From an optimization exercise on the open Yosys and OpenROAD flow, aimed at small area, a short achievable clock period and few clock cycles; shortcuts taken in it are not production practice. In this exercise RTL edits were held to simulation tests only and were not proved equivalent to the original.

==> xenon: inputs <==
Design accum_top, start of the top module:
module accum_top #(
  parameter int unsigned NumAcc = accum_pkg::NUM_ACC
) (
  input  logic                        clk_state,
  input  logic                        rst_ni,
  input  logic                        psel_i,
  input  logic                        penable_i,
  input  logic                        pwrite_i,
  input  logic [7:0]                  paddr_i,
  input  logic [31:0]                 pwdata_i,
  output logic [31:0]                 prdata_o,
  output logic                        pready_o,
  output logic                        pslverr_o,
  input  logic                        psum_valid_i,
  output logic                        psum_ready_o,
  input  logic [accum_pkg::ACC_W-1:0] psum_data_i,
  output logic                        out_valid_o,
  input  logic                        out_ready_i,
  output logic [accum_pkg::OUT_W-1:0] out_data_o,
  output logic                        done_o
);
==> flow/config.mk <==
export PLATFORM = sky130hd
export DESIGN_NAME = accum_top
export DESIGN_NICKNAME = accum_top
export VERILOG_FILES = /design/flow/design.v
export SDC_FILE = /design/flow/constraint.sdc
export NUM_CORES = 4
export LEC_CHECK = 0
export CAP_MARGIN = 20
export CORE_MARGIN = 2
export CORE_UTILIZATION = 70
export CTS_BUF_LIST = sky130_fd_sc_hd__clkbuf_8
export SETUP_SLACK_MARGIN = 5
export SLEW_MARGIN = 20
==> flow/constraint.sdc <==
create_clock -name core_clock -period 8.5 [get_ports {clk_state}]
set_input_delay 1.7000 -clock core_clock [delete_from_list [all_inputs] [get_ports {clk_state}]]
set_output_delay 1.7000 -clock core_clock [all_outputs]
set_load 0.01 [all_outputs]
standard.sh (not shown) runs the stock make flow with config.mk's settings and CLKGATE_MAP_FILE= SYNTH_SCRIPT=/design/flow/synth_recipe.tcl, a recipe that flattens the netlist after the stock synthesis.
==> flow/flow/run.sh <==
#!/bin/bash
# The standard layout, with clock tree synthesis told not to add dummy loads.
set -euo pipefail
bash standard.sh "CTS_ARGS=-sink_clustering_enable -repair_clock_nets -dont_use_dummy_load -buf_list sky130_fd_sc_hd__clkbuf_8" finish > standard.log 2>&1
==> inputs of cedar, as changes to xenon <==
--- a/flow/design.v
+++ b/flow/design.v
@@ -41,43 +41,36 @@
   output logic                        out_valid_o,
   input  logic                        out_ready_i,
   output logic [accum_pkg::OUT_W-1:0] out_data_o,
   output logic                        done_o
 );
   logic [15:0] len_q;
   logic [7:0]  scale_q;
-  logic [7:0]  sm_q;          
-  logic [7:0]  z_d;
   logic [4:0]  shift_q;
   logic        mode_q;
-  logic [3:0]  mode_c;        
   logic [3:0]  wsel_q;        
   logic        s_wr;
   assign pready_o = 1'b1;
   assign s_wr     = psel_i & ~penable_i & pwrite_i;
   always_ff @(posedge clk_state or negedge rst_ni) begin
     if (!rst_ni) begin
       wsel_q  <= '0;
       len_q   <= '0;
       scale_q <= '0;
-      sm_q    <= '0;
       shift_q <= '0;
       mode_q  <= 1'b0;
-      mode_c  <= '0;
     end else begin
       wsel_q <= {s_wr & (paddr_i == accum_pkg::REG_MODE),
                  s_wr & (paddr_i == accum_pkg::REG_SHIFT),
                  s_wr & (paddr_i == accum_pkg::REG_SCALE),
                  s_wr & (paddr_i == accum_pkg::REG_ACCUM_LEN)};
       if (wsel_q[0]) len_q   <= pwdata_i[15:0];
       if (wsel_q[1]) scale_q <= pwdata_i[7:0];
-      sm_q   <= (wsel_q[1] ? pwdata_i[7:0] : scale_q) & {8{~z_d[0]}};
       if (wsel_q[2]) shift_q <= pwdata_i[4:0];
       if (wsel_q[3]) mode_q  <= pwdata_i[0];
-      mode_c <= wsel_q[3] ? {4{pwdata_i[0]}} : {mode_q, mode_c[3:1]};
     end
   end
   logic        acc_q;         
   logic        pend_q;        
   logic        busy_q;        
   logic        done_q;
   logic        err_q;
@@ -121,29 +114,26 @@
   logic [31:0] w6_d;
   logic        c32;
   assign {c32, w6_d} = {1'b0, ring_q[7]} + {1'b0, psum_q};
   logic        nq_issue, nq_fin;
   logic [39:0] sa_d, ca_d, p_q;
   logic [7:0]  sh_q, ch_q, ph_q;
   logic nq_start;
-  assign nq_start = (s_setup & s_cmd & is_nq & ~busy_n) | (acc_q & is_nq & ~nq_act_q);
+  assign nq_start = (s_acc & is_nq & ~busy_n) | (acc_q & is_nq & ~nq_act_q);
   assign nq_issue = nq_start | (nq_act_q & ~nq_cnt_q[3]);
   assign nq_fin   = nq_act_q & nq_cnt_q[3] & v2_q;
   always_comb begin
     logic [39:0] pp [9];
     logic [39:0] a0, b0, a1, b1, a2, b2, c0, d0, c1, d1, e0, f0;
     for (int j = 0; j < 8; j++) begin
       pp[j] = '0;
-      for (int i = 0; i < 31; i++) pp[j][i+j] = sm_q[j] & ring_q[0][i];
-      pp[j][31+j] = ~(sm_q[j] & ring_q[0][31]);
-    end
-    pp[7][39] = 1'b1;
-    pp[0][31] = ~pp[0][31];
-    pp[0][32] = ~pp[0][31];
-    pp[8] = '0;
+      for (int i = 0; i < 31; i++) pp[j][i+j] = scale_q[j] & ~z_q[0] & ring_q[0][i];
+      pp[j][31+j] = ~(scale_q[j] & ~z_q[0] & ring_q[0][31]);
+    end
+    pp[8] = 40'h80_8000_0000;
     a0 = pp[0] ^ pp[1] ^ pp[2];
     b0 = ((pp[0] & pp[1]) | (pp[0] & pp[2]) | (pp[1] & pp[2])) << 1;
     a1 = pp[3] ^ pp[4] ^ pp[5];
     b1 = ((pp[3] & pp[4]) | (pp[3] & pp[5]) | (pp[4] & pp[5])) << 1;
     a2 = pp[6] ^ pp[7] ^ pp[8];
     b2 = ((pp[6] & pp[7]) | (pp[6] & pp[8]) | (pp[7] & pp[8])) << 1;
     c0 = a0 ^ b0 ^ a1;
@@ -178,45 +168,48 @@
   assign clip    = ovf ? {p_q[39], {7{~p_q[39]}}} : t5;
   assign nq_word = {{24{clip[7]}}, clip};
   logic so_last;
   assign out_valid_o = ov_q;
   assign ohs         = ov_q & out_ready_i;
   assign so_last     = ~mode_q | (bc_q == 2'd3);
   always_comb begin
-    for (int i = 0; i < 8; i++) begin
-      out_data_o[8*i +: 8] = mode_c[i/2] ? ring_q[i/4][8*(i%4) +: 8] : ring_q[i][7:0];
+    if (mode_q) begin
+      out_data_o = {ring_q[1], ring_q[0]};
+    end else begin
+      for (int i = 0; i < 8; i++) out_data_o[8*i +: 8] = ring_q[i][7:0];
     end
   end
   logic        run_done, busy_n, done_a, take_a;
   logic        s_setup, s_cmd, s_known, s_imm, s_acc, s_addr_ok;
-  logic [4:0]  s_rsel;
+  logic [15:0] s_rd;
   logic        acc_act_d, so_act_d;
   logic [2:0]  hd_d;
   logic [15:0] k_d;
   logic [1:0]  bc_d;
+  logic [7:0]  z_d;
   assign run_done = (acc_act_q & acc_fin) | nq_fin | (so_act_q & ohs & so_last);
   assign busy_n  = busy_q & ~done_q;
   assign done_a  = run_done | pend_q;
   assign take_a  = ~busy_n | done_a;
   assign s_setup = psel_i & ~penable_i;
   assign s_cmd   = pwrite_i & (paddr_i == accum_pkg::REG_CMD);
   assign s_known = (code == accum_pkg::CMD_CLEAR) | (code == accum_pkg::CMD_ACCUM) |
                    (code == accum_pkg::CMD_NORMQUANT) | (code == accum_pkg::CMD_STREAMOUT);
   assign s_imm   = imm;
   assign s_acc   = s_setup & s_cmd & s_known & take_a;
   always_comb begin
     s_addr_ok = 1'b1;
-    s_rsel    = '0;
+    s_rd      = '0;
     case (paddr_i)
-      accum_pkg::REG_CMD:       ;
-      accum_pkg::REG_ACCUM_LEN: s_rsel[0] = 1'b1;
-      accum_pkg::REG_SCALE:     s_rsel[1] = 1'b1;
-      accum_pkg::REG_SHIFT:     s_rsel[2] = 1'b1;
-      accum_pkg::REG_MODE:      s_rsel[3] = 1'b1;
-      accum_pkg::REG_STATUS:    s_rsel[4] = 1'b1;
+      accum_pkg::REG_CMD:       s_rd = '0;
+      accum_pkg::REG_ACCUM_LEN: s_rd = len_q;
+      accum_pkg::REG_SCALE:     s_rd = 16'(scale_q);
+      accum_pkg::REG_SHIFT:     s_rd = 16'(shift_q);
+      accum_pkg::REG_MODE:      s_rd = 16'(mode_q);
+      accum_pkg::REG_STATUS:    s_rd = {8'(NumAcc), 7'h0, busy_n & ~done_a};
       default:                  s_addr_ok = 1'b0;
     endcase
   end
   assign acc_act_d = (acc_q & is_accum & ~len0) | (acc_act_q & ~acc_fin);
   assign so_act_d  = (acc_q & is_so) | (so_act_q & ~(ohs & so_last));
   assign hd_d      = relabel ? 3'd0 : hd_q + 3'd1;
   assign k_d       = acc_q ? 16'd0 : (hs ? k_inc : k_q);
@@ -228,59 +221,58 @@
       pend_q    <= 1'b0;
       busy_q    <= 1'b0;
       done_q    <= 1'b0;
       hd_q      <= '0;
       z_q       <= '1;
       az_q      <= 1'b1;
       acc_act_q <= 1'b0;
+      k_q       <= '0;
       rdy_q     <= 1'b0;
       nq_act_q  <= 1'b0;
+      nq_cnt_q  <= '0;
       v2_q      <= 1'b0;
       v3_q      <= 1'b0;
       so_act_q  <= 1'b0;
+      bc_q      <= '0;
       ov_q      <= 1'b0;
     end else begin
       acc_q     <= s_acc;
       pend_q    <= s_acc & s_imm & busy_n;
       done_q    <= done_a | (s_acc & s_imm & ~busy_n);
       busy_q    <= busy_n | (acc_q & (~imm | pend_q));
       hd_q      <= hd_d;
       z_q       <= z_d;
       az_q      <= clear_now | (az_q & ~hs & ~v3_q);
       acc_act_q <= acc_act_d;
+      k_q       <= k_d;
       rdy_q     <= acc_act_d & (hd_d == k_d[2:0]);
       nq_act_q  <= nq_start | (nq_act_q & ~nq_fin);
+      if (nq_start)      nq_cnt_q <= 4'd1;
+      else if (nq_issue) nq_cnt_q <= nq_cnt_q + 4'd1;
       v2_q      <= nq_issue;
       v3_q      <= v2_q;
       so_act_q  <= so_act_d;
+      bc_q      <= bc_d;
       ov_q      <= so_act_d & ~|z_d &
                    (mode_q ? (hd_d == {bc_d, 1'b0}) : (hd_d == 3'd0));
     end
   end
   always_ff @(posedge clk_state) begin
     err_q    <= ~s_addr_ok | (s_cmd & (~s_known | ~take_a));
-    prd_q    <= ({16{s_rsel[0]}} & len_q) |
-                ({16{s_rsel[1]}} & {8'h0, scale_q}) |
-                ({16{s_rsel[2]}} & {11'h0, shift_q}) |
-                ({16{s_rsel[3]}} & {15'h0, mode_q}) |
-                ({16{s_rsel[4]}} & {8'(NumAcc), 7'h0, busy_n & ~done_a});
+    prd_q    <= s_rd;
   end
   assign pslverr_o = err_q;
   assign prdata_o  = {16'h0, prd_q};
   assign done_o    = done_q;
   always_ff @(posedge clk_state) begin
     for (int i = 0; i < 8; i++) begin
       if (i == 7)      ring_q[i] <= nq_issue ? sa_d[31:0] : head;
       else if (i == 6) ring_q[i] <= w6_d;
       else if (i == 5) ring_q[i] <= v3_q ? nq_word : ring_q[6];
       else             ring_q[i] <= ring_q[i+1];
     end
-    k_q    <= k_d;
-    bc_q   <= bc_d;
-    if (nq_start)      nq_cnt_q <= 4'd1;
-    else if (nq_issue) nq_cnt_q <= nq_cnt_q + 4'd1;
     psum_q <= nq_issue ? ca_d[31:0] : (hs ? psum_data_i : 32'h0);
     sh_q   <= sa_d[39:32];
     ch_q   <= ca_d[39:32];
     ph_q   <= c32 ? sh_q + ch_q + 8'd1 : sh_q + ch_q;
   end
 endmodule
==> flow/run.sh (new file) <==
#!/bin/bash
# synth_recipe.tcl (not shown) runs the flow's synth.tcl, then flattens the netlist and writes it again
# the make line also repeats each setting of config.mk as NAME=value (left out here)
make -C /OpenROAD-flow-scripts/flow DESIGN_CONFIG=/design/flow/config.mk WORK_HOME=/design/flow/orfs CLKGATE_MAP_FILE= SYNTH_SCRIPT=/design/flow/synth_recipe.tcl finish
==> flow/config.mk (replaced) <==
export PLATFORM = sky130hd
export DESIGN_NAME = accum_top
export DESIGN_NICKNAME = accum_top
export VERILOG_FILES = /design/flow/design.v
export SDC_FILE = /design/flow/constraint.sdc
export NUM_CORES = 4
export LEC_CHECK = 0
export CAP_MARGIN = 20
export CORE_MARGIN = 2
export CORE_UTILIZATION = 40
export SETUP_SLACK_MARGIN = 5
export SLEW_MARGIN = 20
removed: flow/flow/run.sh
removed: flow/standard.sh
==> comparison <==
- In cedar the non-clock buffer count is higher than in xenon, by 79.
- Between xenon and cedar, the lower critical path depth is in xenon (gap 10).
- Of cedar and xenon, cedar has the higher routed wire length (gap 9.7%, measured against xenon).
- Via count: xenon is larger than cedar (0.83%).
Testbench counts of xenon, summed over its fixed seeds: cycles 8,040.
Testbench counts of cedar, summed over its fixed seeds: cycles 8,040.

[afterwards: timing with drivers on the ports]
No port has a modelled driver above. Below, the same layouts with a new extraction and two added sets of constraints.
Step 1 assumes that a clkbuf_16 drives the clock port and a buf_2 every other input.
Step 2 adds t to the input delays and takes it off the output delays; t is the mean of the earliest and latest rising clock arrival at the registers after step 1. Input paths then give back, and output paths get back, about the clock's delay inside the block.
Slacks: ideal ports / drivers / drivers and shift; pairs: ideal ports / drivers.
| run | t (ns) | slack for setup (ns) | worst hold slack (ns) | worst slew at a driven data input, ns |
|---|---|---|---|---|
| xenon | 0.648 | 4.937 / 4.888 / 4.492 | 0.310 / 0.310 / 0.310 | 0.07 |
| cedar | 0.608 | 4.826 / 4.808 / 4.239 | 0.297 / 0.297 / 0.297 | 0.05 |
After both steps setup and hold are still met in every run listed. For cedar, which loses most, drivers alone change the setup slack by -0.018 ns; drivers and shift together by -0.587 ns.
